Background: an optimization exercise with open tools, aiming at small area. Do not read the settings as production practice.
The RTL was checked by simulation tests, not by an equivalence proof against the original design.
Power and IR drop assume default switching activity.

**design.v**
```verilog
package bbps_pkg;
   localparam int SAMPLES_PER_TICK_DEFAULT = 15;
   localparam int ADC_W      = 10;
   localparam int TIME_W     = 32;
   localparam int CV_W       = 9;
   localparam int PHASE_W    = 3;
   localparam int SUM_W      = 14;
   localparam int CSR_DATA_W = 32;
   localparam int CSR_ADDR_W = 5;
   localparam logic [CV_W-1:0]   CHARGE_FULL_CV_RESET = CV_W'(350);
   localparam logic [CV_W-1:0]   LOW_LIMIT_CV_RESET   = CV_W'(280);
   localparam logic [CV_W-1:0]   DISCONNECT_CV_RESET  = CV_W'(50);
   localparam logic [TIME_W-1:0] STEPUP_TIME_RESET    = TIME_W'(20000);
   localparam logic [TIME_W-1:0] GRACE_TIME_RESET     = TIME_W'(20000);
   localparam logic [ADC_W-1:0]  NO_SUPPLY_CODE_RESET = ADC_W'(1020);
   localparam logic [CV_W-1:0]   NO_SUPPLY_CV = CV_W'(1);
endpackage
module bbps_csr (
   input  logic                                clock,
   input  logic                                reset,
   input  logic                                psel,
   input  logic                                penable,
   input  logic                                pwrite,
   input  logic [bbps_pkg::CSR_ADDR_W-1:0]     paddr,
   input  logic [bbps_pkg::CSR_DATA_W-1:0]     pwdata,
   output logic [bbps_pkg::CSR_DATA_W-1:0]     prdata,
   output logic                                pready,
   output logic [bbps_pkg::CV_W-1:0]           charge_full_cv,
   output logic [bbps_pkg::CV_W-1:0]           low_limit_cv,
   output logic [bbps_pkg::CV_W-1:0]           disconnect_cv,
   output logic [bbps_pkg::TIME_W-1:0]         stepup_time_ms,
   output logic [bbps_pkg::TIME_W-1:0]         grace_time_ms,
   output logic [bbps_pkg::ADC_W-1:0]          no_supply_code
);
   logic [2:0] index;
   logic       write_en;
   assign index    = paddr[bbps_pkg::CSR_ADDR_W-1:2];
   assign write_en = psel && penable && pwrite;
   assign pready   = 1'b1;
   always_comb begin
      case (index)
         3'd0:    prdata = bbps_pkg::CSR_DATA_W'(charge_full_cv);
         3'd1:    prdata = bbps_pkg::CSR_DATA_W'(low_limit_cv);
         3'd2:    prdata = bbps_pkg::CSR_DATA_W'(disconnect_cv);
         3'd3:    prdata = stepup_time_ms;
         3'd4:    prdata = grace_time_ms;
         3'd5:    prdata = bbps_pkg::CSR_DATA_W'(no_supply_code);
         default: prdata = '0;
      endcase
   end
   always_ff @(posedge clock) begin
      if (reset) begin
         charge_full_cv <= bbps_pkg::CHARGE_FULL_CV_RESET;
         low_limit_cv   <= bbps_pkg::LOW_LIMIT_CV_RESET;
         disconnect_cv  <= bbps_pkg::DISCONNECT_CV_RESET;
         stepup_time_ms <= bbps_pkg::STEPUP_TIME_RESET;
         grace_time_ms  <= bbps_pkg::GRACE_TIME_RESET;
         no_supply_code <= bbps_pkg::NO_SUPPLY_CODE_RESET;
      end else if (write_en) begin
         case (index)
            3'd0: charge_full_cv <= pwdata[bbps_pkg::CV_W-1:0];
            3'd1: low_limit_cv   <= pwdata[bbps_pkg::CV_W-1:0];
            3'd2: disconnect_cv  <= pwdata[bbps_pkg::CV_W-1:0];
            3'd3: stepup_time_ms <= pwdata;
            3'd4: grace_time_ms  <= pwdata;
            3'd5: no_supply_code <= pwdata[bbps_pkg::ADC_W-1:0];
            default: ;
         endcase
      end
   end
endmodule
module bbps_rca #(
   parameter int W = 8
) (
   input  logic [W-1:0] a,
   input  logic [W-1:0] b,
   input  logic         cin,
   output logic [W-1:0] s,
   output logic         cout
);
   logic [W:0] c;
   assign c[0] = cin;
   for (genvar i = 0; i < W; i++) begin : g_bit
      assign s[i]   = a[i] ^ b[i] ^ c[i];
      assign c[i+1] = (a[i] & b[i]) | (a[i] & c[i]) | (b[i] & c[i]);
   end
   assign cout = c[W];
endmodule
module bbps_inc #(
   parameter int W = 8
) (
   input  logic [W-1:0] a,
   input  logic         cin,
   output logic [W-1:0] s,
   output logic         cout
);
   logic [W:0] c;
   assign c[0] = cin;
   for (genvar i = 0; i < W; i++) begin : g_bit
      assign s[i]   = a[i] ^ c[i];
      assign c[i+1] = a[i] & c[i];
   end
   assign cout = c[W];
endmodule
module bbps_ge #(
   parameter int W = 8
) (
   input  logic [W-1:0] a,
   input  logic [W-1:0] b,
   output logic         ge
);
   logic [W:0] c;
   assign c[0] = 1'b1;
   for (genvar i = 0; i < W; i++) begin : g_bit
      assign c[i+1] = (a[i] & ~b[i]) | (a[i] & c[i]) | (~b[i] & c[i]);
   end
   assign ge = c[W];
endmodule
module bbps_acc (
   input  logic [9:0]                 q0,
   input  logic [3:0]                 r0,
   input  logic [bbps_pkg::ADC_W-1:0] adc_sample,
   output logic [9:0]                 q,
   output logic [3:0]                 r
);
   logic [5:0] a;
   logic [3:0] b;
   logic [6:0] x;
   logic [4:0] y;
   logic       ge15;
   logic [3:0] y1;
   assign a = adc_sample[9:4];
   assign b = adc_sample[3:0];
   logic [3:0] cs_s;
   logic [3:0] cs_c;
   for (genvar i = 0; i < 4; i++) begin : g_csa
      assign cs_s[i] = r0[i] ^ b[i] ^ a[i];
      assign cs_c[i] = (r0[i] & b[i]) | (r0[i] & a[i]) | (b[i] & a[i]);
   end
   logic xc;
   assign x[0] = cs_s[0];
   bbps_rca #(.W(3)) u_x0 (.a(cs_s[3:1]), .b(cs_c[2:0]), .cin(1'b0), .s(x[3:1]), .cout(xc));
   bbps_rca #(.W(2)) u_x1 (.a(a[5:4]), .b({1'b0, cs_c[3]}), .cin(xc), .s(x[5:4]), .cout(x[6]));
   logic yc;
   bbps_rca #(.W(3)) u_y (.a(x[6:4]), .b(x[2:0]), .cin(1'b0), .s(y[2:0]), .cout(yc));
   assign y[3] = x[3] ^ yc;
   assign y[4] = x[3] & yc;
   assign ge15 = y[4] | (y[3] & y[2] & y[1] & y[0]);
   bbps_inc #(.W(4)) u_y1 (.a(y[3:0]), .cin(1'b1), .s(y1), .cout());
   assign r = ge15 ? y1 : y[3:0];
   logic [6:0] ax;
   logic       axc;
   bbps_rca #(.W(3)) u_ax0 (.a(a[2:0]), .b(x[6:4]), .cin(ge15), .s(ax[2:0]), .cout(axc));
   bbps_inc #(.W(3)) u_ax1 (.a(a[5:3]), .cin(axc), .s(ax[5:3]), .cout(ax[6]));
   logic qc;
   bbps_rca #(.W(7)) u_q0 (.a(q0[6:0]), .b(ax), .cin(1'b0), .s(q[6:0]), .cout(qc));
   bbps_inc #(.W(3)) u_q1 (.a(q0[9:7]), .cin(qc), .s(q[9:7]), .cout());
endmodule
module bbps_avg (
   input  logic [9:0]                     avg,
   input  logic [bbps_pkg::ADC_W-1:0]     no_supply_code,
   output logic [bbps_pkg::CV_W-1:0]      cv_new
);
   logic [11:0] avg3;
   logic        m3c;
   assign avg3[0] = avg[0];
   bbps_rca #(.W(9)) u_m3 (.a(avg[9:1]), .b(avg[8:0]), .cin(1'b0), .s(avg3[9:1]), .cout(m3c));
   bbps_inc #(.W(1)) u_m3h (.a(avg[9]), .cin(m3c), .s(avg3[10]), .cout(avg3[11]));
   logic        borrow7;
   logic [9:0]  hi;
   logic        hc;
   assign borrow7 = |avg3[6:0];
   bbps_rca #(.W(5)) u_s0 (.a(avg[4:0]), .b(~avg3[11:7]), .cin(~borrow7), .s(hi[4:0]), .cout(hc));
   logic [5:0] dc;
   assign dc[0] = hc;
   for (genvar i = 0; i < 5; i++) begin : g_dec
      assign hi[5+i]  = ~(avg[5+i] ^ dc[i]);
      assign dc[i+1]  = avg[5+i] | dc[i];
   end
   logic no_supply;
   bbps_ge #(.W(10)) u_ns (.a(avg), .b(no_supply_code), .ge(no_supply));
   assign cv_new = no_supply ? bbps_pkg::NO_SUPPLY_CV : hi[9:1];
endmodule
module bbps_seq (
   input  logic                           clock,
   input  logic                           reset,
   input  logic                           step,
   input  logic [bbps_pkg::CV_W-1:0]      cv,
   input  logic [bbps_pkg::TIME_W-1:0]    req_now_ms,
   output logic [bbps_pkg::TIME_W-1:0]    now_in,
   output logic                           carry_in,
   input  logic [bbps_pkg::TIME_W-1:0]    now_ms,
   input  logic                           carry_ms,
   input  logic [bbps_pkg::CV_W-1:0]      charge_full_cv,
   input  logic [bbps_pkg::CV_W-1:0]      low_limit_cv,
   input  logic [bbps_pkg::CV_W-1:0]      disconnect_cv,
   input  logic [bbps_pkg::TIME_W-1:0]    stepup_time_ms,
   output logic [bbps_pkg::PHASE_W-1:0]   phase_code,
   output logic                           stepup_on,
   output logic                           meter_power_on
);
   localparam logic [2:0] ST_INIT         = 3'd0;
   localparam logic [2:0] ST_CHARGE       = 3'd1;
   localparam logic [2:0] ST_START_STEPUP = 3'd2;
   localparam logic [2:0] ST_STEPUP       = 3'd3;
   localparam logic [2:0] ST_METER        = 3'd4;
   localparam logic [2:0] ST_NORMAL       = 3'd5;
   localparam logic [2:0] ST_INIT_STEPUP  = 3'd6;
   logic [2:0]                  state_ff;
   logic [bbps_pkg::TIME_W-1:0] stepup_start_n_ff;
   logic                        in_stepup;
   logic                        in_charge;
   assign in_stepup = state_ff == ST_STEPUP;
   assign in_charge = state_ff == ST_CHARGE;
   logic [15:0] elapsed_lo;
   logic        carry_lo;
   bbps_rca #(.W(16)) u_lo (
      .a(req_now_ms[15:0]), .b(stepup_start_n_ff[15:0]), .cin(1'b1), .s(elapsed_lo), .cout(carry_lo));
   assign now_in   = {req_now_ms[31:16], in_stepup ? elapsed_lo : req_now_ms[15:0]};
   assign carry_in = carry_lo;
   logic [bbps_pkg::TIME_W-1:0] elapsed;
   assign elapsed[15:0] = now_ms[15:0];
   bbps_rca #(.W(16)) u_hi (
      .a(now_ms[31:16]), .b(stepup_start_n_ff[31:16]), .cin(carry_ms), .s(elapsed[31:16]), .cout());
   logic [bbps_pkg::TIME_W:0] tc;
   assign tc[0] = 1'b0;
   for (genvar i = 0; i < bbps_pkg::TIME_W; i++) begin : g_to
      assign tc[i+1] = (elapsed[i] & ~stepup_time_ms[i]) | (elapsed[i] & tc[i]) | (~stepup_time_ms[i] & tc[i]);
   end
   logic timed_out;
   assign timed_out = tc[bbps_pkg::TIME_W];
   logic connected;
   logic above;
   bbps_ge #(.W(bbps_pkg::CV_W)) u_dis (.a(cv), .b(disconnect_cv), .ge(connected));
   bbps_ge #(.W(bbps_pkg::CV_W)) u_thr (.a(cv), .b(in_charge ? charge_full_cv : low_limit_cv), .ge(above));
   assign phase_code     = {state_ff[2] & ~state_ff[1], state_ff[1] & ~state_ff[2], state_ff[0]};
   assign stepup_on      = state_ff[2] | (state_ff[1] & state_ff[0]);
   assign meter_power_on = state_ff[2] & state_ff[0];
   always_ff @(posedge clock) begin
      if (reset) begin
         state_ff <= ST_INIT;
      end else if (step) begin
         if (!connected) begin
            state_ff <= ST_CHARGE;
         end else begin
            case (state_ff)
               ST_CHARGE:       if (above) state_ff <= ST_START_STEPUP;
               ST_START_STEPUP: state_ff <= ST_STEPUP;
               ST_STEPUP: begin
                  if (!above) state_ff <= ST_INIT_STEPUP;
                  else if (timed_out) state_ff <= ST_METER;
               end
               ST_METER:        state_ff <= ST_NORMAL;
               ST_NORMAL:       ;
               default:         state_ff <= ST_CHARGE;
            endcase
         end
      end
   end
   always_ff @(posedge clock) begin
      if (step && connected && in_charge && above) stepup_start_n_ff <= ~now_ms;
   end
endmodule
module battery_boost_power_sequencer_core (
   input  logic                                clock,
   input  logic                                reset,
   input  logic                                req_valid,
   output logic                                req_stall,
   input  logic [41:0]                         req_data,
   output logic                                rsp_valid,
   input  logic                                rsp_stall,
   output logic [15:0]                         rsp_data,
   input  logic                                psel,
   input  logic                                penable,
   input  logic                                pwrite,
   input  logic [bbps_pkg::CSR_ADDR_W-1:0]     paddr,
   input  logic [bbps_pkg::CSR_DATA_W-1:0]     pwdata,
   output logic [bbps_pkg::CSR_DATA_W-1:0]     prdata,
   output logic                                pready
);
   logic                         in_valid_ff;
   logic [9:0]                   in_q_ff;
   logic [3:0]                   in_r_ff;
   logic [bbps_pkg::TIME_W-1:0]  in_now_ff;
   logic                         in_carry_ff;
   logic [bbps_pkg::TIME_W-1:0]  now_in;
   logic                         carry_in;
   logic                         rsp_valid_ff;
   logic [3:0]                   count_ff;
   logic [bbps_pkg::CV_W-1:0]    batt_cv_ff;
   logic                         advance;
   logic                         last_sample;
   logic                         group_done;
   logic                         group_open;
   logic [9:0]                   q_new;
   logic [3:0]                   r_new;
   logic [bbps_pkg::CV_W-1:0]    charge_full_cv;
   logic [bbps_pkg::CV_W-1:0]    low_limit_cv;
   logic [bbps_pkg::CV_W-1:0]    disconnect_cv;
   logic [bbps_pkg::TIME_W-1:0]  stepup_time_ms;
   logic [bbps_pkg::TIME_W-1:0]  grace_time_ms;
   logic [bbps_pkg::ADC_W-1:0]   no_supply_code;
   logic [bbps_pkg::CV_W-1:0]    cv_new;
   logic [bbps_pkg::PHASE_W-1:0] phase_code;
   logic                         stepup_on;
   logic                         meter_power_on;
   assign advance     = in_valid_ff && (!rsp_valid_ff || !rsp_stall);
   assign req_stall   = in_valid_ff && !advance;
   assign rsp_valid   = rsp_valid_ff;
   assign last_sample = count_ff == 4'd14;
   assign group_done  = count_ff == 4'd0;
   assign rsp_data    = {group_done, phase_code, 1'b1, stepup_on, meter_power_on, batt_cv_ff};
   assign group_open  = in_valid_ff ? !last_sample : !group_done;
   bbps_acc u_acc (
      .q0         (group_open ? in_q_ff : 10'd0),
      .r0         (group_open ? in_r_ff : 4'd0),
      .adc_sample (req_data[41:32]),
      .q          (q_new),
      .r          (r_new)
   );
   bbps_csr u_csr (
      .clock          (clock),
      .reset          (reset),
      .psel           (psel),
      .penable        (penable),
      .pwrite         (pwrite),
      .paddr          (paddr),
      .pwdata         (pwdata),
      .prdata         (prdata),
      .pready         (pready),
      .charge_full_cv (charge_full_cv),
      .low_limit_cv   (low_limit_cv),
      .disconnect_cv  (disconnect_cv),
      .stepup_time_ms (stepup_time_ms),
      .grace_time_ms  (grace_time_ms),
      .no_supply_code (no_supply_code)
   );
   bbps_avg u_avg (
      .avg            (in_q_ff),
      .no_supply_code (no_supply_code),
      .cv_new         (cv_new)
   );
   bbps_seq u_seq (
      .clock          (clock),
      .reset          (reset),
      .step           (advance && last_sample),
      .cv             (cv_new),
      .req_now_ms     (req_data[31:0]),
      .now_in         (now_in),
      .carry_in       (carry_in),
      .now_ms         (in_now_ff),
      .carry_ms       (in_carry_ff),
      .charge_full_cv (charge_full_cv),
      .low_limit_cv   (low_limit_cv),
      .disconnect_cv  (disconnect_cv),
      .stepup_time_ms (stepup_time_ms),
      .phase_code     (phase_code),
      .stepup_on      (stepup_on),
      .meter_power_on (meter_power_on)
   );
   always_ff @(posedge clock) begin
      if (reset) begin
         in_valid_ff  <= 1'b0;
         rsp_valid_ff <= 1'b0;
         count_ff     <= '0;
         batt_cv_ff   <= '0;
      end else begin
         in_valid_ff  <= (req_valid && !req_stall) || req_stall;
         rsp_valid_ff <= advance || (rsp_valid_ff && rsp_stall);
         if (advance) begin
            count_ff <= last_sample ? 4'd0 : count_ff + 4'd1;
            if (last_sample) batt_cv_ff <= cv_new;
         end
      end
      if (req_valid && !req_stall) begin
         in_q_ff     <= q_new;
         in_r_ff     <= r_new;
         in_now_ff   <= now_in;
         in_carry_ff <= carry_in;
      end
   end
endmodule
```
**run.sh**
```bash
#!/bin/bash
# synth_recipe.tcl (not shown) runs the flow's synth.tcl, then flattens the netlist and writes it again
# the make line also repeats each setting of config.mk as NAME=value (left out here)
make -C /OpenROAD-flow-scripts/flow DESIGN_CONFIG=/design/flow/config.mk WORK_HOME=/design/flow/orfs CLKGATE_MAP_FILE= SYNTH_SCRIPT=/design/flow/synth_recipe.tcl finish
```
**config.mk**
```make
export PLATFORM = sky130hd
export DESIGN_NAME = battery_boost_power_sequencer_core
export DESIGN_NICKNAME = battery_boost_power_sequencer_core
export VERILOG_FILES = /design/flow/design.v
export SDC_FILE = /design/flow/constraint.sdc
export NUM_CORES = 4
export LEC_CHECK = 0
export ABC_AREA = 1
export CAP_MARGIN = 20
export CORE_MARGIN = 2
export CORE_UTILIZATION = 40
export SLEW_MARGIN = 20
```
**constraint.sdc**
```tcl
create_clock -name core_clock -period 12.0 [get_ports {clock}]
set_input_delay 2.4000 -clock core_clock [delete_from_list [all_inputs] [get_ports {clock}]]
set_output_delay 2.4000 -clock core_clock [all_outputs]
set_load 0.01 [all_outputs]
```
==> notes.md, run 1 <==
fin util=48.76%; async set-reset flop share out of synthesis=0%; Final setup viols=0; cell area after layout=12600 um2; launch point of the worst reg-to-reg path=count_ff[0]; setup bufs post-CTS=0; Top delay family on crit path=adder cells; Overflow after GRT=0; final hold slack=around 450 ps; Synth Area in XOR/XNOR=less than 1%; Die Height=165.4 um; post-synthesis compound-gate area fraction=14.39%; status=no timing/DRC/antenna violations; CP max-delay cell=clkdlybuf4s50_1; Buf/Inv on CP=7; number of core rows=59; Tightest Pin Transition=996.1 ps; # IOs=137; main combinational cell family by area after synthesis=simple AND/OR/NAND/NOR gates; Synth Area in Simple Gates=15.54%; flops & latches, synth=~200; Final Net Count=1507; first-pass GRT wire length=between 40000 and 50000 um; Register-to-Register Path Depth=32; Vias=8280; largest net degree at the start of global routing=105; CTS H-tree depth=4; Setup crit start kind=primary input; # diodes=0; min Tclk post-route=9702 ps; Final Wtd Congestion=0.8580; clk slew on worst S/H paths=80 ps; YS warnings=3; placed cell area=12040 um2; total CTS buffers=17; starting DRC count in detailed routing=681; worst min-delay path category=reg -> reg; RSZ-0062 raised after global routing=false; maximum clock frequency=103.1 MHz; setup_tns=0 ps; clk sink count=198; total power=roughly 2000 uW; Worst Path Required=12200 ps; ys flop type=dfxtp_1; CP Max Fanout=5; GRT Util Overall=slightly below 20%; Syn Area/Cell=8.497 um2; share of cells above drive strength 1=4.794%; Worst Setup End Kind=register; number of global-route vias before repair=between 7000 and 8000; post-synth cell types=45; die span in x=165.4 um; worst vdd ir=roughly 0.086 mV; Routed wire per std cell=15.63 um; Post-Syn Area=10420 um2; Max Slew Vio Count=0; hold_buf cts=0; CTS tree=yes; Static Leak=0.005468 uW; EDFF count, synth=slightly below 80; vias per inst=4.897; adder-cell share of the synthesized area=13.62%; Critical Path Most Common Cell=fa_1; DR pass1 iterations=5; fill count=around 2500; clk latency of the worst-skew pair=about 450 ps; area delta synth->final=20.92%; antenna-violating nets left=0; FF-to-FF End=in_q_ff[9]; Slew headroom=approximately a third; dpl hpwl=19250 um; Core Box Area=25840 um2; Worst Path Arrival=9900 ps; worst clock skew=13.65 ps; DRC=0; DIE AREA=27350 um2; footprint of the multi-input gates=4623 um2; power per cell area=~160 nW/um2; cells after synthesis=1226; final hold violations=0; WS Path Type=in -> reg; drt total wl=about 26000 um; IO Port Bufs=132; Worst Setup SP=req_data[37]; Clock Path Buffers=2; mux cell area share after synthesis=less than 1%; Max-Cap Viols=0; Root Buffer Master=clkbuf_16; post-CTS resize count=0; Reg area=4755 um2; flop2flop setup slack=3440 ps; post-synthesis sequential area ratio=between 40% and 50%; WP depth=29; fin crit share=80.85%; Initial Util=40.32%; CP Capture Point=in_q_ff[9]; Crit path largest cell delay=around 520 ps; antenna violations before repair=0
[placed cells by master (no fill, tap or decap), types with 8 or more instances in the layout]
master,Yosys,layout
o21ai_0,138,138
clkdlybuf4s50_1,0,132
fa_1,59,59
a21oi_1,50,50
nand3_1,32,32
inv_2,6,8
o22ai_1,31,31
edfxtp_1,79,79
inv_1,224,222
nand2_1,217,217
ha_1,19,19
dfxtp_1,119,119
clkbuf_16,0,17
o211ai_1,10,10
nor2_1,124,123
a22oi_1,15,15
[layout make-up]
cell class,count,area share [%]
flip-flops and latches,198,37.74
multi-input cells,754,36.70
repair buffers,139,10.91
inverters,233,6.943
clock buffers,18,3.407
well taps,335,3.327
clock inverters,14,0.9734
[power by group]
group	switching, uW	internal [uW]
Combinational	364	265
Sequential	30.0	755
Clock	279	272
Total	673	1290
[state kept, by name (all words and copies together) (netlist names)]
signal	cells
batt_cv_ff	9
count_ff	4
in_carry_ff	1
in_now_ff	32
in_q_ff	10
in_r_ff	4
in_valid_ff	1
rsp_valid_ff	1
u_csr.charge_full_cv	9
u_csr.disconnect_cv	9
u_csr.grace_time_ms	32
u_csr.low_limit_cv	9
u_csr.no_supply_code	10
u_csr.stepup_time_ms	32
u_seq.state_ff	3
u_seq.stepup_start_n_ff	32
[kinds of logic after synthesis]
logic type                 Yosys count
buffers and inverters              275
xor gates and xnor gates             5
DFF                                198
adders and majority gates           78
and+or+nand+nor                    401
muxes                                2
other                                1
AOI/OAI and AO/OA                  266
[tightest hold or removal path, stage by stage, from the launching register on]
cell and delay, ps:
dfxtp_1 300, inv_1 60, a21oi_1 50
[worst min-delay path by stage]
stage | cells after the start | slack (ps) | to | from
after floorplan | 2 | 430 | u_csr.grace_time_ms[10] | u_csr.grace_time_ms[10]
after global placement | 2 | 440 | u_csr.grace_time_ms[14] | u_csr.grace_time_ms[14]
after detailed placement | 2 | 440 | u_csr.grace_time_ms[11] | u_csr.grace_time_ms[11]
after CTS | 2 | 460 | u_csr.grace_time_ms[30] | u_csr.grace_time_ms[30]
after global routing | 2 | 490 | u_csr.grace_time_ms[30] | u_csr.grace_time_ms[30]
final | 2 | 450 | u_csr.grace_time_ms[30] | u_csr.grace_time_ms[30]
[through the flow]
| stage | setup WS (ps) | std cells |
|---|---|---|
| after floorplan | 2630 | 1227 |
| after global placement | 1854 | 1659 |
| after CTS | 2275 | 1691 |
| final | 2298 | 1691 |
| after global routing | 1943 | 1691 |
| after detailed placement | 1815 | 1659 |
[synthesized netlist by cell type, drive strengths merged, types with 2 or more instances]
| cell | number | area [um2] |
|---|---|---|
| a21oi | 50 | 250.2 |
| a221oi | 7 | 61.31 |
| a22oi | 15 | 112.6 |
| buf | 9 | 57.55 |
| clkbuf | 33 | 123.9 |
| clkinv | 3 | 11.26 |
| dfxtp | 119 | 2382 |
| edfxtp | 79 | 2372 |
| fa | 59 | 1181 |
| ha | 19 | 237.7 |
| inv | 230 | 863.3 |
| mux2 | 2 | 22.52 |
| nand2 | 223 | 857.1 |
| nand3 | 32 | 160.2 |
| nand4 | 2 | 12.51 |
| nor2 | 127 | 489.2 |
| nor3 | 6 | 30.03 |
| nor4 | 3 | 18.77 |
| o2111ai | 2 | 17.52 |
| o211ai | 10 | 75.07 |
| o21ai | 141 | 709.4 |
| o21bai | 2 | 15.01 |
| o221ai | 3 | 26.28 |
| o22ai | 31 | 193.9 |
| or2 | 7 | 43.80 |
| xnor2 | 3 | 26.28 |
| xor2 | 2 | 17.52 |
[layer usage]
metal / global-route usage [%] / part of all wire [%] / up-vias
met4: 5.172 / 1.4 / 0
met5: 0 / 0 / -
met1: 27.50 / 47 / 3907
met2: 31.48 / 47 / 191
met3: 3.771 / 4.8 / 20
li1: - / - / 4162
==> run 2: changes to the inputs <==
--- a/design.v
+++ b/design.v
@@ -215,8 +215,8 @@
    logic [15:0] elapsed_lo;
    logic        carry_lo;
    bbps_rca #(.W(16)) u_lo (
-      .a(req_now_ms[15:0]), .b(stepup_start_n_ff[15:0]), .cin(1'b1), .s(elapsed_lo), .cout(carry_lo));
-   assign now_in   = {req_now_ms[31:16], in_stepup ? elapsed_lo : req_now_ms[15:0]};
+      .a(req_now_ms[15:0]), .b(stepup_start_n_ff[15:0]), .cin(in_stepup), .s(elapsed_lo), .cout(carry_lo));
+   assign now_in   = {req_now_ms[31:16], elapsed_lo};
    assign carry_in = carry_lo;
    logic [bbps_pkg::TIME_W-1:0] elapsed;
    assign elapsed[15:0] = now_ms[15:0];
@@ -236,29 +236,38 @@
    assign phase_code     = {state_ff[2] & ~state_ff[1], state_ff[1] & ~state_ff[2], state_ff[0]};
    assign stepup_on      = state_ff[2] | (state_ff[1] & state_ff[0]);
    assign meter_power_on = state_ff[2] & state_ff[0];
+   logic [2:0] state_step;
+   always_comb begin
+      state_step = state_ff;
+      if (!connected) begin
+         state_step = ST_CHARGE;
+      end else begin
+         case (state_ff)
+            ST_CHARGE:       if (above) state_step = ST_START_STEPUP;
+            ST_START_STEPUP: state_step = ST_STEPUP;
+            ST_STEPUP: begin
+               if (!above) state_step = ST_INIT_STEPUP;
+               else if (timed_out) state_step = ST_METER;
+            end
+            ST_METER:        state_step = ST_NORMAL;
+            ST_NORMAL:       ;
+            default:         state_step = ST_CHARGE;
+         endcase
+      end
+   end
    always_ff @(posedge clock) begin
       if (reset) begin
          state_ff <= ST_INIT;
       end else if (step) begin
-         if (!connected) begin
-            state_ff <= ST_CHARGE;
-         end else begin
-            case (state_ff)
-               ST_CHARGE:       if (above) state_ff <= ST_START_STEPUP;
-               ST_START_STEPUP: state_ff <= ST_STEPUP;
-               ST_STEPUP: begin
-                  if (!above) state_ff <= ST_INIT_STEPUP;
-                  else if (timed_out) state_ff <= ST_METER;
-               end
-               ST_METER:        state_ff <= ST_NORMAL;
-               ST_NORMAL:       ;
-               default:         state_ff <= ST_CHARGE;
-            endcase
-         end
+         state_ff <= state_step;
       end
    end
+   logic start_load;
+   assign start_load = connected && in_charge && above;
    always_ff @(posedge clock) begin
-      if (step && connected && in_charge && above) stepup_start_n_ff <= ~now_ms;
+      if (step && (start_load || state_step == ST_CHARGE)) begin
+         stepup_start_n_ff <= start_load ? ~now_ms : '0;
+      end
    end
 endmodule
 module battery_boost_power_sequencer_core (
==> flow/run.sh (new file) <==
#!/bin/bash
# Standard layout (the standard.sh, standard synthesis unchanged) with two changes:
# port buffers are buf_1 cells, and clock tree synthesis adds no dummy loads.
set -euo pipefail
export BUFFER_PORTS_ARGS="-buffer_cell sky130_fd_sc_hd__buf_1"
export CTS_ARGS="-sink_clustering_enable -repair_clock_nets -dont_use_dummy_load -buf_list sky130_fd_sc_hd__clkbuf_8"
bash standard.sh finish > standard_make.log 2>&1
==> standard.sh (new file) <==
#!/bin/bash
# synth_recipe.tcl (not shown) runs the flow's synth.tcl, then flattens the netlist and writes it again
# the make line also repeats each setting of config.mk as NAME=value (left out here)
make -C /OpenROAD-flow-scripts/flow DESIGN_CONFIG=/design/flow/config.mk WORK_HOME=/design/flow/orfs CLKGATE_MAP_FILE= SYNTH_SCRIPT=/design/flow/synth_recipe.tcl "${@:-finish}"
removed: run.sh
==> notes.md, run 2 <==
total CTS buffers=17; ys flop type=dfxtp_1; top cells by area, synth=dfxtp_1 23%, edfxtp_1 23%, fa_1 12%; power per cell area=149.4 nW/um2; Post-Syn Area=10400 um2; DIE AREA=around 27000 um2; hold_buf cts=0; area delta synth->final=10.06%; adder-cell share of the synthesized area=13.72%; Static Leak=0.004884 uW; Tightest Pin Transition=around 1000 ps; Die Height=roughly 170 um; dpl hpwl=19170 um; clk slew on worst S/H paths=80 ps; sequential group share of total power=between 40% and 50%; Slew headroom=34.68%; # diodes=0; YS warnings=3; Setup WS pre-CTS=2053 ps; post-synth cell types=50; Min-Delay Path Depth=2; worst min-delay path category=reg -> reg; Max-Cap Viols=0; flops & latches, synth=between 150 and 200; post-synth top area cell=dfxtp_1; Setup crit start kind=primary input; DRC=0; maximum clock frequency=105.2 MHz; worst clock skew=43.19 ps; CP max-delay cell=fa_1; Root Buffer Master=clkbuf_8; count leader, synth=inv_1; Clock Path Buffers=2; post-synthesis compound-gate area fraction=15.09%; die span in x=165.2 um; Psw=584.5 uW; Worst Path Arrival=9690 ps; RSZ-0062 raised after global routing=false; worst vdd ir=between 0.07 and 0.08 mV; GRT Util Overall=19.70%; final setup margin=2493 ps; Final setup viols=0; Core Box Area=25760 um2; Comb pwr share=34.5%; starting DRC count in detailed routing=634; async set-reset flop share out of synthesis=0%; most frequent cells in the layout=217 x inv_1, 170 x nand2_1, 142 x nor2_1; DR pass1 iterations=4; antenna violations before repair=0; Syn Area/Cell=8.730 um2; setup bufs post-CTS=0; first-pass GRT wire length=41220 um; fin crit share=79.23%; Overflow after GRT=0; IO Port Bufs=132; final hold violations=0; Final Wtd Congestion=0.8541; Crit path largest cell delay=around 500 ps; vias per inst=4.937; number of global-route vias before repair=roughly 7600; CTS H-tree depth=4; EDFF count, synth=79; share of the synthesized area in the top cell type=22.91%; Max Slew Vio Count=0; Synth Area in Simple Gates=14.42%; Synth Area in XOR/XNOR=0.4212%; Routed wire per std cell=~16 um; antenna-violating nets left=0; min Tclk post-route=between 9000 and 10000 ps; setup_tns=0 ps; top post-synthesis cells by count=219 x inv_1, 170 x nand2_1, 143 x nor2_1; internal power=1125 uW; post-CTS resize count=0; Worst Setup End Kind=register; # IOs=137; drt total wl=26350 um; clk latency of the worst-skew pair=460 ps; clk sink count=198; largest net degree at the start of global routing=103; WS Path Type=in -> reg; status=no timing/DRC/antenna violations; main combinational cell family by area after synthesis=compound AO/OA/AOI/OAI gates; Final Net Count=1471; Register-to-Register Path Depth=31; Clock Power Share=19.5%; switching share of power=34.19%; Critical Path Most Common Cell=fa_1; mux cell area share after synthesis=0.3129%; Initial Util=around 40%; Worst Path Required=12180 ps; commonest non-fill, non-tap cell in the layout=inv_1; post-synthesis sequential area ratio=45.73%; share of cells above drive strength 1=between 3 and 4%; Vias=8096; CP Max Fanout=5; CTS tree=yes; number of core rows=59; cells after synthesis=~1200
==> run 2: cell count changes after synthesis, sizes merged, moves of 2 or more <==
cell,previous run,this run
nor2,127,146
nand2,223,174
clkbuf,33,35
inv,230,223
o221ai,3,7
a22o,1,6
a21oi,50,57
o21ai,141,136
nand3,32,25
a22oi,15,7
==> run 2: worst paths after layout <==
kind | slack, ps | end | from
min reg2reg | 460 | u_csr.grace_time_ms[9] | u_csr.grace_time_ms[9]
min | 460 | u_csr.grace_time_ms[9] | u_csr.grace_time_ms[9]
max reg2reg | 3070 | in_q_ff[8] | count_ff[2]
max | 2490 | in_q_ff[8] | req_data[37]
==> run 2: final cells by class <==
cell class / count / area [um2]
fillers: 2643 / 14320
multi-input cells: 724 / 4588
clock buffers: 17 / 234.0
inverters: 225 / 844.6
repair buffers: 141 / 603.1
flip-flops and latches: 198 / 4755
well taps: 335 / 419.2
==> run 2: critical path, delay by kind of cell <==
family	cells	cell delay, ps
adders and majority gates	19	6460
AOI/OAI and AO/OA	1	270
buffers and inverters	7	550
==> run 2: cells by family (layout without fill, tap and decap cells) <==
group                      count (synthesis)  after routing
xor gates and xnor gates                   5              5
DFF                                      198            198
other                                      1              2
and+or+nand+nor                          363            363
adders and majority gates                 78             78
AOI/OAI and AO/OA                        273            273
buffers and inverters                    270            383
muxes                                      3              3
==> run 2: metrics by stage <==
stage | hold slack, ps | util (%) | total power, uW | std cells | cell area (um2)
finish | 462.8 | 44.42 | 1710 | 1640 | 11440
global route | 503.4 | 44.42 | 1847 | 1640 | 11440
CTS | 466.2 | 44.23 | 1726 | 1638 | 11400
detailed placement | 442.6 | 43.32 | 1393 | 1621 | 11160
global placement | 438.7 | 43.27 | 1364 | 1620 | 11150
floorplan | 429.2 | - | 1232 | 1192 | 10400
==> run 2: power by group through the flow <==
stage	clock, uW	combinational (uW)	sequential [uW]
floorplan	0	441	792
global placement	0	563	802
detailed placement	0	590	803
CTS	346	592	787
global route	369	685	793
finish	333	590	787
==> run 2: per-layer routing <==
metal | part of all wire (%) | GRT usage, % | vias to the layer above
met5 | 0 | 0 | -
li1 | - | - | 4052
met2 | 46 | 31.06 | 174
met4 | 1.8 | 5.020 | 0
met1 | 48 | 28.25 | 3842
met3 | 4.2 | 3.297 | 28
==> run 3: changes to the inputs <==
==> flow/run.sh (replaced) <==
#!/bin/bash
# Layout flow: the standard synthesis (standard.sh synth, unchanged), then the
# combinational logic between the registers is mapped again by ABC for area (registers,
# full/half adder cells and tie cells are kept as they are, by name and cell type), then
# the rest of the standard layout with buf_1 port buffers and no CTS dummy loads.
set -euo pipefail
HERE=$(pwd)
LIB=$FLOW_HOME/platforms/sky130hd/lib/sky130_fd_sc_hd__tt_025C_1v80.lib
YOSYS=$FLOW_HOME/../tools/install/yosys/bin/yosys
command -v yosys >/dev/null 2>&1 && YOSYS=$(command -v yosys)
RES=$HERE/orfs/results/sky130hd/battery_boost_power_sequencer_core/base

export BUFFER_PORTS_ARGS="-buffer_cell sky130_fd_sc_hd__buf_1"
export CTS_ARGS="-sink_clustering_enable -repair_clock_nets -dont_use_dummy_load -buf_list sky130_fd_sc_hd__clkbuf_8"

bash standard.sh synth > $HERE/flow_synth.log 2>&1

cp $RES/1_2_yosys.v $HERE/standard_1_2_yosys.v
cat > $HERE/resynth.ys <<EOY
read_liberty -ignore_miss_func -ignore_miss_dir $LIB
read_verilog $HERE/standard_1_2_yosys.v
hierarchy -check -top $FLOW_TOP
blackbox sky130_fd_sc_hd__dfxtp_1 sky130_fd_sc_hd__edfxtp_1 sky130_fd_sc_hd__conb_1 sky130_fd_sc_hd__fa_1 sky130_fd_sc_hd__ha_1
flatten
rename -hide w:*
opt -purge
read_liberty -lib -overwrite $LIB
abc -script $HERE/flow/resynth.abc -liberty $LIB -dont_use sky130_fd_sc_hd__lpflow_bleeder_1 -dont_use sky130_fd_sc_hd__lpflow_clkbufkapwr_1 -dont_use sky130_fd_sc_hd__lpflow_clkbufkapwr_16 -dont_use sky130_fd_sc_hd__lpflow_clkbufkapwr_2 -dont_use sky130_fd_sc_hd__lpflow_clkbufkapwr_4 -dont_use sky130_fd_sc_hd__lpflow_clkbufkapwr_8 -dont_use sky130_fd_sc_hd__lpflow_clkinvkapwr_1 -dont_use sky130_fd_sc_hd__lpflow_clkinvkapwr_16 -dont_use sky130_fd_sc_hd__lpflow_clkinvkapwr_2 -dont_use sky130_fd_sc_hd__lpflow_clkinvkapwr_4 -dont_use sky130_fd_sc_hd__lpflow_clkinvkapwr_8 -dont_use sky130_fd_sc_hd__lpflow_decapkapwr_12 -dont_use sky130_fd_sc_hd__lpflow_decapkapwr_3 -dont_use sky130_fd_sc_hd__lpflow_decapkapwr_4 -dont_use sky130_fd_sc_hd__lpflow_decapkapwr_6 -dont_use sky130_fd_sc_hd__lpflow_decapkapwr_8 -dont_use sky130_fd_sc_hd__lpflow_inputiso0n_1 -dont_use sky130_fd_sc_hd__lpflow_inputiso0p_1 -dont_use sky130_fd_sc_hd__lpflow_inputiso1n_1 -dont_use sky130_fd_sc_hd__lpflow_inputiso1p_1 -dont_use sky130_fd_sc_hd__lpflow_inputisolatch_1 -dont_use sky130_fd_sc_hd__lpflow_isobufsrc_1 -dont_use sky130_fd_sc_hd__lpflow_isobufsrc_16 -dont_use sky130_fd_sc_hd__lpflow_isobufsrc_2 -dont_use sky130_fd_sc_hd__lpflow_isobufsrc_4 -dont_use sky130_fd_sc_hd__lpflow_isobufsrc_8 -dont_use sky130_fd_sc_hd__lpflow_isobufsrckapwr_16 -dont_use sky130_fd_sc_hd__lpflow_lsbuf_lh_hl_isowell_tap_1 -dont_use sky130_fd_sc_hd__lpflow_lsbuf_lh_hl_isowell_tap_2 -dont_use sky130_fd_sc_hd__lpflow_lsbuf_lh_hl_isowell_tap_4 -dont_use sky130_fd_sc_hd__lpflow_lsbuf_lh_isowell_4 -dont_use sky130_fd_sc_hd__lpflow_lsbuf_lh_isowell_tap_1 -dont_use sky130_fd_sc_hd__lpflow_lsbuf_lh_isowell_tap_2 -dont_use sky130_fd_sc_hd__lpflow_lsbuf_lh_isowell_tap_4 -dont_use sky130_fd_sc_hd__probe_p_8 -dont_use sky130_fd_sc_hd__probec_p_8  -D 12000
splitnets
opt_clean -purge
hilomap -singleton -hicell sky130_fd_sc_hd__conb_1 HI -locell sky130_fd_sc_hd__conb_1 LO
insbuf -buf sky130_fd_sc_hd__buf_4 A X
check -assert -mapped
tee -o $HERE/resynth_stat.txt stat -liberty $LIB
write_verilog -noattr -nohex -nodec $HERE/resynth_1_2_yosys.v
EOY
$YOSYS -s $HERE/resynth.ys > $HERE/resynth_yosys.log 2>&1
cp $HERE/resynth_1_2_yosys.v $RES/1_2_yosys.v

bash standard.sh do-1_synth > $HERE/flow_synth_odb.log 2>&1
bash standard.sh finish > $HERE/flow_finish.log 2>&1
==> flow/resynth.abc (new file) <==
strash
balance
rewrite
refactor
balance
rewrite
rewrite -z
balance
refactor -z
rewrite -z
balance
dch -f
amap -F 20 -A 30 -C 5000
==> notes.md, run 3 <==
Slew headroom=33.06%; largest net degree at the start of global routing=69; dpl hpwl=18240 um; total CTS buffers=17; FF-to-FF End=u_seq.stepup_start_n_ff[29]; CP Max Fanout=4; # diodes=0; Final Net Count=1248; Max-Cap Viols=0; drt total wl=24830 um; Routed wire per std cell=around 18 um; Tightest Pin Transition=997.9 ps; CP Capture Point=in_q_ff[9]; Worst Path Required=12270 ps; Overflow after GRT=0; final setup margin=between 2000 and 2500 ps; Worst Setup End Kind=register; launch point of the worst reg-to-reg path=in_now_ff[16]; GRT Util Overall=20.05%; Static Leak=0.003737 uW; fin util=46.31%; Setup WS pre-CTS=1651 ps; status=no timing/DRC/antenna violations; Clock Path Buffers=2; Die Height=158.6 um; IO Port Bufs=approximately 130; starting DRC count in detailed routing=743; DR pass1 iterations=5; most frequent cells in the layout=145 x clkinv_1, 140 x nor2_1, 131 x buf_1; Critical Path Most Common Cell=fa_1; number of core rows=56; Setup crit start kind=primary input; fill count=approximately 2300; share of cells above drive strength 1=3.974%; Worst Setup SP=req_data[37]; hold_buf cts=0; Root Buffer Master=clkbuf_8; maximum clock frequency=101.2 MHz; Final setup viols=0; setup_tns=0 ps; YS warnings=3; final hold violations=0; CP max-delay cell=fa_1; vias per inst=5.443; clk latency of the worst-skew pair=470 ps; Cells after DPL=1384; # IOs=around 140; Worst Path Arrival=10150 ps; Post-Syn Area=9558 um2; flop2flop setup slack=2800 ps; Syn Area/Cell=10.43 um2; DIE AREA=25150 um2; area delta synth->final=13.72%; Crit path largest cell delay=between 500 and 600 ps; RSZ-0062 raised after global routing=false; CTS tree=yes; commonest non-fill, non-tap cell in the layout=clkinv_1; clk slew on worst S/H paths=80 ps; WS Path Type=in -> reg; final cell count without fillers=approximately 1400; Core Box Area=roughly 23000 um2; min Tclk post-route=9885 ps; Register-to-Register Path Depth=26; Max Slew Vio Count=0; antenna violations before repair=0; power per cell area=152.9 nW/um2; number of global-route vias before repair=a little over 7000; worst vdd ir=0.07820 mV; Initial Util=40.72%; die span in x=158.6 um; Vias=between 7000 and 8000; final hold slack=456.0 ps; fin crit share=82.37%; CTS H-tree depth=4; worst clock skew=42.53 ps; Final Wtd Congestion=roughly 0.88; cells after synthesis=916; setup bufs post-CTS=0; post-CTS resize count=0; first-pass GRT wire length=38680 um; antenna-violating nets left=0; DRC=0; worst min-delay path category=reg -> reg; clk sink count=around 200
[run 3: cell count changes in the layout (fill, tap and decap cells not counted), moves of 8 or more]
| cell | before | now |
|---|---|---|
| clkinv_1 | 2 | 145 |
| a22oi_1 | 7 | 69 |
| o21ai_0 | 135 | 45 |
| a21oi_1 | 57 | 24 |
| a222oi_1 | 0 | 16 |
| buf_4 | 6 | 16 |
| nand2_1 | 170 | 55 |
| nand3_1 | 24 | 3 |
| inv_1 | 217 | 0 |
| o221ai_1 | 7 | 29 |
| a22o_1 | 6 | 14 |
[run 3: critical path: cells and delay by family]
family          cells  cell delay (ps)
buf+inv             8              830
compound gates      3              490
fa+ha+maj          19             6420
[run 3: routing by layer]
metal | up-vias | global-route usage [%] | routed length, um
met5 | - | 0 | 0
met4 | 0 | 4.376 | 223
met3 | 15 | 4.164 | 1924
met2 | 271 | 30.16 | 10860
met1 | 3704 | 29.83 | 11820
li1 | 3636 | - | -
[run 3: how the worst min path moves through the flow]
stage                                  startpoint                       to  slack, ps  cells after the start
after floorplan           u_csr.charge_full_cv[2]  u_csr.charge_full_cv[2]        450                      2
after global placement              batt_cv_ff[0]            batt_cv_ff[0]        440                      2
after detailed placement            batt_cv_ff[8]            batt_cv_ff[8]        440                      2
after CTS                           batt_cv_ff[2]            batt_cv_ff[2]        460                      2
after global routing                batt_cv_ff[6]            batt_cv_ff[6]        490                      2
final                               batt_cv_ff[2]            batt_cv_ff[2]        460                      2
[run 3: power breakdown]
group,switching [uW],internal [uW]
registers,30.0,752
clock network,205,126
logic,326,222
[run 3: stage by stage]
step / instance area (um2) / total power (uW)
after floorplan: 9562 / 1186
after global placement: 10600 / 1324
after detailed placement: 10640 / 1347
after CTS: 10870 / 1675
after global routing: 10870 / 1790
final: 10870 / 1662
[run 3: area by class of cell]
cell class / instances / area, um2 / share of cell area [%]
Multi-Input combinational cell: 572 / 4289 / 39.46
Timing Repair Buffer: 149 / 644.4 / 5.928
Sequential cell: 198 / 4755 / 43.74
Tap cell: 319 / 399.1 / 3.672
Inverter: 146 / 548.0 / 5.042
Clock buffer: 17 / 234.0 / 2.153
==> run 4: changes to the inputs <==
--- a/design.v
+++ b/design.v
@@ -28,7 +28,7 @@
    output logic [bbps_pkg::CV_W-1:0]           charge_full_cv,
    output logic [bbps_pkg::CV_W-1:0]           low_limit_cv,
    output logic [bbps_pkg::CV_W-1:0]           disconnect_cv,
-   output logic [bbps_pkg::TIME_W-1:0]         stepup_time_ms,
+   output logic [bbps_pkg::TIME_W-1:0]         stepup_time_ms_n,
    output logic [bbps_pkg::TIME_W-1:0]         grace_time_ms,
    output logic [bbps_pkg::ADC_W-1:0]          no_supply_code
 );
@@ -42,7 +42,7 @@
          3'd0:    prdata = bbps_pkg::CSR_DATA_W'(charge_full_cv);
          3'd1:    prdata = bbps_pkg::CSR_DATA_W'(low_limit_cv);
          3'd2:    prdata = bbps_pkg::CSR_DATA_W'(disconnect_cv);
-         3'd3:    prdata = stepup_time_ms;
+         3'd3:    prdata = ~stepup_time_ms_n;
          3'd4:    prdata = grace_time_ms;
          3'd5:    prdata = bbps_pkg::CSR_DATA_W'(no_supply_code);
          default: prdata = '0;
@@ -53,7 +53,7 @@
          charge_full_cv <= bbps_pkg::CHARGE_FULL_CV_RESET;
          low_limit_cv   <= bbps_pkg::LOW_LIMIT_CV_RESET;
          disconnect_cv  <= bbps_pkg::DISCONNECT_CV_RESET;
-         stepup_time_ms <= bbps_pkg::STEPUP_TIME_RESET;
+         stepup_time_ms_n <= ~bbps_pkg::STEPUP_TIME_RESET;
          grace_time_ms  <= bbps_pkg::GRACE_TIME_RESET;
          no_supply_code <= bbps_pkg::NO_SUPPLY_CODE_RESET;
       end else if (write_en) begin
@@ -61,7 +61,7 @@
             3'd0: charge_full_cv <= pwdata[bbps_pkg::CV_W-1:0];
             3'd1: low_limit_cv   <= pwdata[bbps_pkg::CV_W-1:0];
             3'd2: disconnect_cv  <= pwdata[bbps_pkg::CV_W-1:0];
-            3'd3: stepup_time_ms <= pwdata;
+            3'd3: stepup_time_ms_n <= ~pwdata;
             3'd4: grace_time_ms  <= pwdata;
             3'd5: no_supply_code <= pwdata[bbps_pkg::ADC_W-1:0];
             default: ;
@@ -194,7 +194,7 @@
    input  logic [bbps_pkg::CV_W-1:0]      charge_full_cv,
    input  logic [bbps_pkg::CV_W-1:0]      low_limit_cv,
    input  logic [bbps_pkg::CV_W-1:0]      disconnect_cv,
-   input  logic [bbps_pkg::TIME_W-1:0]    stepup_time_ms,
+   input  logic [bbps_pkg::TIME_W-1:0]    stepup_time_ms_n,
    output logic [bbps_pkg::PHASE_W-1:0]   phase_code,
    output logic                           stepup_on,
    output logic                           meter_power_on
@@ -225,7 +225,7 @@
    logic [bbps_pkg::TIME_W:0] tc;
    assign tc[0] = 1'b0;
    for (genvar i = 0; i < bbps_pkg::TIME_W; i++) begin : g_to
-      assign tc[i+1] = (elapsed[i] & ~stepup_time_ms[i]) | (elapsed[i] & tc[i]) | (~stepup_time_ms[i] & tc[i]);
+      assign tc[i+1] = (elapsed[i] & stepup_time_ms_n[i]) | (elapsed[i] & tc[i]) | (stepup_time_ms_n[i] & tc[i]);
    end
    logic timed_out;
    assign timed_out = tc[bbps_pkg::TIME_W];
@@ -306,7 +306,7 @@
    logic [bbps_pkg::CV_W-1:0]    charge_full_cv;
    logic [bbps_pkg::CV_W-1:0]    low_limit_cv;
    logic [bbps_pkg::CV_W-1:0]    disconnect_cv;
-   logic [bbps_pkg::TIME_W-1:0]  stepup_time_ms;
+   logic [bbps_pkg::TIME_W-1:0]  stepup_time_ms_n;
    logic [bbps_pkg::TIME_W-1:0]  grace_time_ms;
    logic [bbps_pkg::ADC_W-1:0]   no_supply_code;
    logic [bbps_pkg::CV_W-1:0]    cv_new;
@@ -340,7 +340,7 @@
       .charge_full_cv (charge_full_cv),
       .low_limit_cv   (low_limit_cv),
       .disconnect_cv  (disconnect_cv),
-      .stepup_time_ms (stepup_time_ms),
+      .stepup_time_ms_n (stepup_time_ms_n),
       .grace_time_ms  (grace_time_ms),
       .no_supply_code (no_supply_code)
    );
@@ -362,7 +362,7 @@
       .charge_full_cv (charge_full_cv),
       .low_limit_cv   (low_limit_cv),
       .disconnect_cv  (disconnect_cv),
-      .stepup_time_ms (stepup_time_ms),
+      .stepup_time_ms_n (stepup_time_ms_n),
       .phase_code     (phase_code),
       .stepup_on      (stepup_on),
       .meter_power_on (meter_power_on)
--- a/flow/run.sh
+++ b/flow/run.sh
@@ -1,7 +1,8 @@
 #!/bin/bash
 # Layout flow: the standard synthesis (standard.sh synth, unchanged), then the
 # combinational logic between the registers is mapped again by ABC for area (registers,
-# full/half adder cells and tie cells are kept as they are, by name and cell type), then
+# full/half adder cells and tie cells are kept as they are, by name and cell type; full
+# adders fed by inverters are first turned around by fapol.py), then
 # the rest of the standard layout with buf_1 port buffers and no CTS dummy loads.
 set -euo pipefail
 HERE=$(pwd)
@@ -11,14 +12,16 @@
 RES=$HERE/orfs/results/sky130hd/battery_boost_power_sequencer_core/base
 
 export BUFFER_PORTS_ARGS="-buffer_cell sky130_fd_sc_hd__buf_1"
-export CTS_ARGS="-sink_clustering_enable -repair_clock_nets -dont_use_dummy_load -buf_list sky130_fd_sc_hd__clkbuf_8"
+export CTS_ARGS="-sink_clustering_enable -repair_clock_nets -dont_use_dummy_load -buf_list sky130_fd_sc_hd__clkbuf_8 -sink_clustering_size 20"
 
 bash standard.sh synth > $HERE/flow_synth.log 2>&1
 
 cp $RES/1_2_yosys.v $HERE/standard_1_2_yosys.v
+# full adders with inverted inputs become full adders on the true inputs (self-dual)
+python3 $HERE/flow/fapol.py $HERE/standard_1_2_yosys.v $HERE/fapol_1_2_yosys.v > $HERE/fapol.log 2>&1
 cat > $HERE/resynth.ys <<EOY
 read_liberty -ignore_miss_func -ignore_miss_dir $LIB
-read_verilog $HERE/standard_1_2_yosys.v
+read_verilog $HERE/fapol_1_2_yosys.v
 hierarchy -check -top $FLOW_TOP
 blackbox sky130_fd_sc_hd__dfxtp_1 sky130_fd_sc_hd__edfxtp_1 sky130_fd_sc_hd__conb_1 sky130_fd_sc_hd__fa_1 sky130_fd_sc_hd__ha_1
 flatten
==> flow/fapol.py (new file) <==
#!/usr/bin/env python3
"""Rewrite full-adder cells whose inputs are mostly inverted: a full adder is self-dual,
fa(~a, ~b, ~c) = (~sum, ~cout), so such a cell is replaced by one on the true inputs with
inverters on its outputs. The logic is unchanged; the later ABC pass removes the inverter
pairs this leaves. usage: fapol.py in.v out.v"""
import re, sys
src = open(sys.argv[1]).read()
cell_re = re.compile(r'(\n\s*)(sky130_fd_sc_hd__\w+)\s+(\S+)\s*\((.*?)\);', re.S)
pin_re = re.compile(r'\.(\w+)\(([^()]*)\)')
cells = []
for m in cell_re.finditer(src):
    pins = {p: n.strip() for p, n in pin_re.findall(m.group(4))}
    cells.append((m, m.group(2), m.group(3), pins))
inv_of = {}
for m, typ, name, pins in cells:
    if re.fullmatch(r'sky130_fd_sc_hd__(clk)?inv_\d+', typ):
        inv_of[pins['Y']] = pins['A']
new_wires = []
new_cells = []
k = 0
def fresh():
    global k
    k += 1
    w = '_fapol_%d_' % k
    new_wires.append(w)
    return w
repl = {}
for m, typ, name, pins in cells:
    if typ != 'sky130_fd_sc_hd__fa_1':
        continue
    ins = [pins[p] for p in ('A', 'B', 'CIN')]
    if sum(1 for n in ins if n in inv_of) < 2:
        continue
    newpins = {}
    for p in ('A', 'B', 'CIN'):
        n = pins[p]
        if n in inv_of:
            newpins[p] = inv_of[n]
        else:
            w = fresh()
            new_cells.append('  sky130_fd_sc_hd__inv_1 _fapol_inv_%d_ (.A(%s ), .Y(%s ));' % (k, n, w))
            newpins[p] = w
    for p in ('SUM', 'COUT'):
        n = pins.get(p)
        w = fresh()
        newpins[p] = w
        if n:
            new_cells.append('  sky130_fd_sc_hd__inv_1 _fapol_inv_%d_ (.A(%s ), .Y(%s ));' % (k, w, n))
    body = ', '.join('.%s(%s )' % (p, newpins[p]) for p in ('A', 'B', 'CIN', 'COUT', 'SUM'))
    repl[m.start()] = (m.end(), '%s%s %s (%s);' % (m.group(1), typ, name, body))
out = []
pos = 0
for start in sorted(repl):
    end, text = repl[start]
    out.append(src[pos:start]); out.append(text); pos = end
out.append(src[pos:])
res = ''.join(out)
decl = ''.join('  wire %s;\n' % w for w in new_wires) + '\n'.join(new_cells) + '\n'
i = res.rindex('endmodule')
res = res[:i] + decl + res[i:]
open(sys.argv[2], 'w').write(res)
print('fa cells rewritten:', len(repl), file=sys.stderr)
--- a/config.mk
+++ b/config.mk
@@ -8,5 +8,5 @@
 export ABC_AREA = 1
 export CAP_MARGIN = 20
 export CORE_MARGIN = 2
-export CORE_UTILIZATION = 40
+export CORE_UTILIZATION = 50
 export SLEW_MARGIN = 20
==> notes.md, run 4 <==
status=no timing/DRC/antenna violations; Clock Path Buffers=2; M1 WL=11070 um; setup_tns=0 ps; GRT Util Overall=23.99%; fin crit share=between 80 and 90%; Initial Util=50.61%; Met2 Wirelength=10500 um; Post-Syn Area=9404 um2; YS warnings=3; Vias=~7300; CP Max Fanout=4; antenna violations before repair=1; Static Leak=0.003515 uW; Final Net Count=1212; CTS tree=yes; Worst Path Arrival=10050 ps; vias per inst=5.717; share of cells above drive strength 1=3.728%; DRC=0; Overflow after GRT=0; number of core rows=50; CTS H-tree depth=4; Root Buffer Master=clkbuf_8; clk sink count=198; DR pass1 iterations=5; min Tclk post-route=9783 ps; fin util=56.90%; Core Box Area=18580 um2; Die Height=141.1 um; Worst Setup End Kind=register; Final Wtd Congestion=0.9026; WS Path Type=in -> reg; Setup crit start kind=primary input; Worst Path Required=12270 ps; total CTS buffers=17; largest net degree at the start of global routing=52; starting DRC count in detailed routing=510; Max Slew Vio Count=0; post-CTS resize count=0; antenna-violating nets left=0; maximum clock frequency=102.2 MHz; hold_buf cts=0; Syn Area/Cell=10.65 um2; drt total wl=23170 um; DIE AREA=19920 um2; # IOs=137; area delta synth->final=12.43%; clk latency of the worst-skew pair=between 400 and 500 ps; final hold slack=459.2 ps; Slew headroom=24.86%; final setup margin=approximately 2200 ps; Max-Cap Viols=0; clk slew on worst S/H paths=90 ps; worst vdd ir=0.07188 mV; IO Port Bufs=132; uppermost layer routed=met4; worst clock skew=33.77 ps; Routed wire per std cell=~18 um; total power=1662 uW; die span in x=roughly 140 um; most frequent cells in the layout=131 x buf_1, 119 x dfxtp_1, 112 x clkinv_1; cells after synthesis=between 800 and 900; worst min-delay path category=reg -> reg; number of global-route vias before repair=around 7100; final hold violations=0; Setup WS pre-CTS=1733 ps; RSZ-0062 raised after global routing=false; commonest non-fill, non-tap cell in the layout=buf_1; dpl hpwl=16630 um; Final setup viols=0; first-pass GRT wire length=37440 um; Tightest Pin Transition=1118 ps; power per cell area=157.2 nW/um2; setup bufs post-CTS=0; routed wl met3=about 1200 um
## run 4: where the power goes
group	leakage (uW)	total (uW)	internal [uW]	switching, uW
registers	0.00166	790	753	37.2
logic	0.00173	539	223	317
clock network	0.000122	332	126	206
## run 4: final cells by class
class	count	area [um2]
antenna	1	2.502
clock buffer	17	234.0
fill	1712	8008
inverter	113	424.2
multi-input combinational	572	4263
sequential	198	4755
tap	234	292.8
timing repair buffer	146	601.8
## run 4: path summary, 6_finish.rpt
kind,start,to,slack (ps),cells after the start
max reg2reg,in_now_ff[16],u_seq.stepup_start_n_ff[20],2440,25
min,batt_cv_ff[0],batt_cv_ff[0],460,2
max,req_data[37],in_q_ff[9],2220,28
min reg2reg,batt_cv_ff[0],batt_cv_ff[0],460,2
## run 4: worst max-delay path, cell delays in order
cell and delay [ps]:
buf_1 120, fa_1 520, ha_1 150, clkinv_1 70, fa_1 370, fa_1 390, fa_1 500, clkinv_1 100
ha_1 230, fa_1 380, fa_1 370, ha_1 310, a41oi_1 330, clkinv_1 200, fa_1 410, fa_1 380
fa_1 490, clkinv_1 80, fa_1 400, fa_1 390, fa_1 390, fa_1 380, clkinv_1 70, fa_1 160
ha_1 140, ha_1 150, o21ai_0 80, o31ai_1 70
## run 4: per-stage QoR
step	cells	cell area (um2)
2_1_floorplan	884	9408
3_3_place_gp	1263	10330
3_5_place_dp	1263	10330
4_1_cts	1280	10570
5_1_grt	1280	10570
6_report	1281	10570
## run 4: layer usage
layer | GRT usage [%] | vias to the layer above
met5 | 0 | -
met4 | 7.211 | 0
met3 | 4.314 | 24
met2 | 36.89 | 207
met1 | 34.93 | 3534
li1 | - | 3558
==> run 5: changes to the inputs <==
--- a/flow/run.sh
+++ b/flow/run.sh
@@ -12,7 +12,7 @@
 RES=$HERE/orfs/results/sky130hd/battery_boost_power_sequencer_core/base
 
 export BUFFER_PORTS_ARGS="-buffer_cell sky130_fd_sc_hd__buf_1"
-export CTS_ARGS="-sink_clustering_enable -repair_clock_nets -dont_use_dummy_load -buf_list sky130_fd_sc_hd__clkbuf_8 -sink_clustering_size 20"
+export CTS_ARGS="-sink_clustering_enable -repair_clock_nets -dont_use_dummy_load -buf_list sky130_fd_sc_hd__clkbuf_8"
 
 bash standard.sh synth > $HERE/flow_synth.log 2>&1
 
--- a/config.mk
+++ b/config.mk
@@ -8,5 +8,5 @@
 export ABC_AREA = 1
 export CAP_MARGIN = 20
 export CORE_MARGIN = 2
-export CORE_UTILIZATION = 50
+export CORE_UTILIZATION = 40
 export SLEW_MARGIN = 20
==> notes.md, run 5 <==
Die Height=157.3 um; number of core rows=56; clk sink count=198; Worst Setup End Kind=register; Reg area=4755 um2; GRT Util Overall=20.97%; Setup WS pre-CTS=1697 ps; Static Leak=0.003526 uW; fin util=46.01%; Slew headroom=33.45%; Overflow after GRT=0; Top delay family on crit path=adder cells; antenna-violating nets left=0; Core Box Area=23260 um2; YS warnings=3; cell area after layout=10700 um2; fill count=2285; antenna violations before repair=1; Final Net Count=approximately 1200; final hold slack=458.3 ps; total CTS buffers=17; setup bufs post-CTS=0; Routed wire per std cell=between 15 and 20 um; CP max-delay cell=fa_1; worst min-delay path category=reg -> reg; WS Path Type=in -> reg; dpl hpwl=17960 um; launch point of the worst reg-to-reg path=in_now_ff[16]; worst clock skew=roughly 35 ps; footprint of the multi-input gates=4269 um2; hold_buf cts=0; Final setup viols=0; most frequent cells in the layout=131 x buf_1, 119 x dfxtp_1, 112 x clkinv_1; Crit path largest cell delay=520 ps; commonest non-fill, non-tap cell in the layout=buf_1; post-CTS resize count=0; Tightest Pin Transition=990.7 ps; final setup margin=2180 ps; GRT busiest layer=met2; Root Buffer Master=clkbuf_8; cells after synthesis=slightly below 900; Clock Path Buffers=2; Buf/Inv on CP=6; power per cell area=between 150 and 200 nW/um2; min Tclk post-route=9820 ps; first-pass GRT wire length=39690 um; CTS H-tree depth=4; met2 global-route usage=33.23%; clk latency of the worst-skew pair=470 ps; fin crit share=81.83%; GRT met1 Usage=29.00%; DR pass1 iterations=5; min-delay src=batt_cv_ff[8]; vias per inst=5.476; # IOs=137; clk slew on worst S/H paths=90 ps; number of global-route vias before repair=7301; Max Slew Vio Count=0; Setup crit start kind=primary input; Critical Path Most Common Cell=fa_1; maximum clock frequency=101.8 MHz; die span in x=157.3 um; CP Max Fanout=4; share of cells above drive strength 1=approximately 3.7%; largest net degree at the start of global routing=54; setup_tns=0 ps; worst vdd ir=0.06592 mV; met3 Usage GRT=5.094%; Worst Path Required=12280 ps; IO Port Bufs=approximately 130; CTS tree=yes; Initial Util=about two fifths; Final Wtd Congestion=0.8695; Syn Area/Cell=approximately 11 um2; DRC=0; Post-Syn Area=around 9400 um2; Worst Setup SP=req_data[37]; drt total wl=25210 um; DIE AREA=24750 um2; starting DRC count in detailed routing=639; # diodes=0; Worst Path Arrival=10100 ps; Max-Cap Viols=0; placed cell area=10440 um2; status=no timing/DRC/antenna violations; RSZ-0062 raised after global routing=false; final hold violations=0; Vias=7475; area delta synth->final=13.81%
==> run 5: tightest hold or removal path: cells and delay by family (launching register included) <==
family,cells,cell delay [ps]
DFF,1,330
AOI/OAI and AO/OA,1,50
and+or+nand+nor,1,40
==> run 5: path summary, 6_finish.rpt <==
path,end,slack (ps),cells after the start
max reg2reg,u_seq.stepup_start_n_ff[19],2210,25
min reg2reg,batt_cv_ff[8],460,2
min,batt_cv_ff[8],460,2
max,in_q_ff[9],2180,28
==> run 5: stage by stage <==
stage,total power (uW),instances
detailed placement,1345,1347
floorplan,1196,884
CTS,1672,1364
finish,1657,1365
global placement,1330,1347
global route,1791,1365
==> run 5: power breakdown <==
part           switching (uW)  internal [uW]
logic                     313            222
clock network             207            126
registers                35.8            753
==> run 5: layout make-up <==
type                       count  area share [%]
sequential                   198           44.42
tap                          319           3.729
multi-input combinational    572           39.89
clock buffer                  17           2.186
inverter                     113           3.963
timing repair buffer         146           5.810
==> run 5: metal layers <==
layer | wire length [um] | vias up
met2 | 11420 | 257
li1 | - | 3579
met4 | 440 | 2
met5 | 13 | -
met3 | 1926 | 34
met1 | 11420 | 3603
==> run 6: changes to the inputs <==
--- a/flow/run.sh
+++ b/flow/run.sh
@@ -12,7 +12,7 @@
 RES=$HERE/orfs/results/sky130hd/battery_boost_power_sequencer_core/base
 
 export BUFFER_PORTS_ARGS="-buffer_cell sky130_fd_sc_hd__buf_1"
-export CTS_ARGS="-sink_clustering_enable -repair_clock_nets -dont_use_dummy_load -buf_list sky130_fd_sc_hd__clkbuf_8"
+export CTS_ARGS="-sink_clustering_enable -repair_clock_nets -dont_use_dummy_load -buf_list sky130_fd_sc_hd__clkbuf_16 -sink_clustering_size 30"
 
 bash standard.sh synth > $HERE/flow_synth.log 2>&1
 
--- a/config.mk
+++ b/config.mk
@@ -6,7 +6,7 @@
 export NUM_CORES = 4
 export LEC_CHECK = 0
 export ABC_AREA = 1
-export CAP_MARGIN = 20
+export CAP_MARGIN = 5
 export CORE_MARGIN = 2
 export CORE_UTILIZATION = 40
-export SLEW_MARGIN = 20
+export SLEW_MARGIN = 5
==> notes.md, run 6 <==
cells after synthesis=883; share of cells above drive strength 1=~3.5%; Core Box Area=~23000 um2; WHS Endpoint=batt_cv_ff[8]; WS Path Type=in -> reg; final cell count without fillers=1364; DRC=0; maximum clock frequency=101.7 MHz; Worst Path Required=around 12000 ps; vias per inst=5.510; antenna-violating nets left=0; antenna violations before repair=1; FF-to-FF End=u_seq.stepup_start_n_ff[22]; CTS tree=yes; starting DRC count in detailed routing=646; final hold violations=0; Routed wire per std cell=18.60 um; CP max-delay cell=fa_1; worst vdd ir=a little over 0.09 mV; # IOs=137; Buf/Inv on CP=6; min Tclk post-route=about 9800 ps; launch point of the worst reg-to-reg path=in_now_ff[16]; DR pass1 iterations=9; Cells after DPL=about 1300; clk slew on worst S/H paths=60 ps; fin crit share=about four fifths; status=no timing/DRC/antenna violations; setup_tns=0 ps; largest net degree at the start of global routing=54; area delta synth->final=15.43%; Worst Path Arrival=10090 ps; worst clock skew=22.84 ps; GRT Util Overall=21.04%; Crit path largest cell delay=520 ps; hold_buf cts=0; min-delay src=batt_cv_ff[8]; total power=1799 uW; CTS H-tree depth=4; Final Wtd Congestion=0.8695; Register-to-Register Path Depth=25; number of global-route vias before repair=7355; Final setup viols=0; Initial Util=40.43%; fin util=46.67%; RSZ-0062 raised after global routing=false; worst min-delay path category=reg -> reg; dpl hpwl=~18000 um; first-pass GRT wire length=about 40000 um; Tightest Pin Transition=roughly 1200 ps; total CTS buffers=17; most frequent cells in the layout=131 x buf_1, 119 x dfxtp_1, 112 x clkinv_1; Syn Area/Cell=approximately 11 um2; number of core rows=56; Root Buffer Master=clkbuf_16; IO Port Bufs=132; Worst Setup End Kind=register; Post-Syn Area=9404 um2; clk latency of the worst-skew pair=440 ps; Min-Delay Path Depth=2; CP Max Fanout=4; setup bufs post-CTS=0; flop2flop setup slack=approximately 2200 ps; Die Height=157.3 um; # diodes=0; drt total wl=around 25000 um; power per cell area=about 170 nW/um2; Vias=7516; Max-Cap Viols=0; Slew headroom=between 10% and 20%; WP depth=28; Critical Path Most Common Cell=fa_1; Final Net Count=about 1200; Overflow after GRT=0; Static Leak=0.003596 uW; Max Slew Vio Count=0; die span in x=157.3 um; DIE AREA=approximately 25000 um2; clk sink count=198; Clock Path Buffers=2; Top delay family on crit path=adder cells; Setup crit start kind=primary input; commonest non-fill, non-tap cell in the layout=buf_1; YS warnings=3; post-CTS resize count=0
[run 6: worst max-delay path by stage]
stage,startpoint,end,slack (ps)
floorplan,in_now_ff[16],u_seq.stepup_start_n_ff[0],1290
global placement,req_data[37],in_q_ff[8],1770
detailed placement,req_data[37],in_q_ff[8],1720
CTS,in_now_ff[16],u_seq.stepup_start_n_ff[25],2100
global route,in_now_ff[16],u_seq.stepup_start_n_ff[23],1710
finish,req_data[37],in_q_ff[9],2160
[run 6: report_power, final]
group | switching [uW] | internal, uW | leakage, uW | total, uW
clock | 223 | 247 | 0.000209 | 470
combinational | 317 | 222 | 0.00173 | 539
sequential | 36.2 | 754 | 0.00166 | 790
[run 6: cell type report]
class | count | area (um2)
fillers | 2263 | 12410
flip-flops and latches | 198 | 4755
multi-input cells | 572 | 4258
repair buffers | 145 | 594.3
clock buffers | 17 | 425.4
inverters | 113 | 424.2
well taps | 319 | 399.1
[run 6: stage by stage]
step | instance area [um2] | worst slack (ps) | hold WS (ps)
floorplan | 9408 | 1287 | 433.4
global placement | 10430 | 1767 | 434.8
detailed placement | 10430 | 1715 | 442.8
CTS | 10860 | 2103 | 459.0
global route | 10860 | 1714 | 480.7
finish | 10860 | 2164 | 452.6
[run 6: layer usage]
layer | wire length [um] | global-route usage [%] | part of all wire (%) | vias to the layer above
li1 | - | - | - | 3564
met1 | 11240 | 28.76 | 44 | 3603
met2 | 11520 | 33.21 | 45 | 297
met3 | 2055 | 5.286 | 8.1 | 50
met4 | 552 | 6.061 | 2.2 | 2
met5 | 13 | 0 | 0.051 | -
[run 6: worst min-delay path: stages (launching register included)]
cell and delay, ps:
dfxtp_1 320, nand2_1 40, o21ai_0 50

re-timing with driven ports:
The results above use ideal ports. As a check the final layouts listed here were re-extracted and re-timed, cells and wires unchanged.
Step 1 assumes that a clkbuf_16 drives the clock port and a buf_2 every other input.
Step 2 also shifts input and output timing later by t, the mid clock arrival at the registers, as if the neighbouring blocks saw the same clock.
Three values: ideal ports, drivers, drivers and shift; two values: the first two.
run	t (ns)	setup WS [ns]
run 1	0.486	2.298 / 2.322 / 1.836
run 2	0.485	2.493 / 2.515 / 2.030
run 3	0.495	2.115 / 2.134 / 1.638
run 4	0.487	2.217 / 2.235 / 1.748
run 5	0.498	2.180 / 2.202 / 1.704
run 6	0.476	2.164 / 2.171 / 1.714
After both steps setup and hold are still met in every run listed.
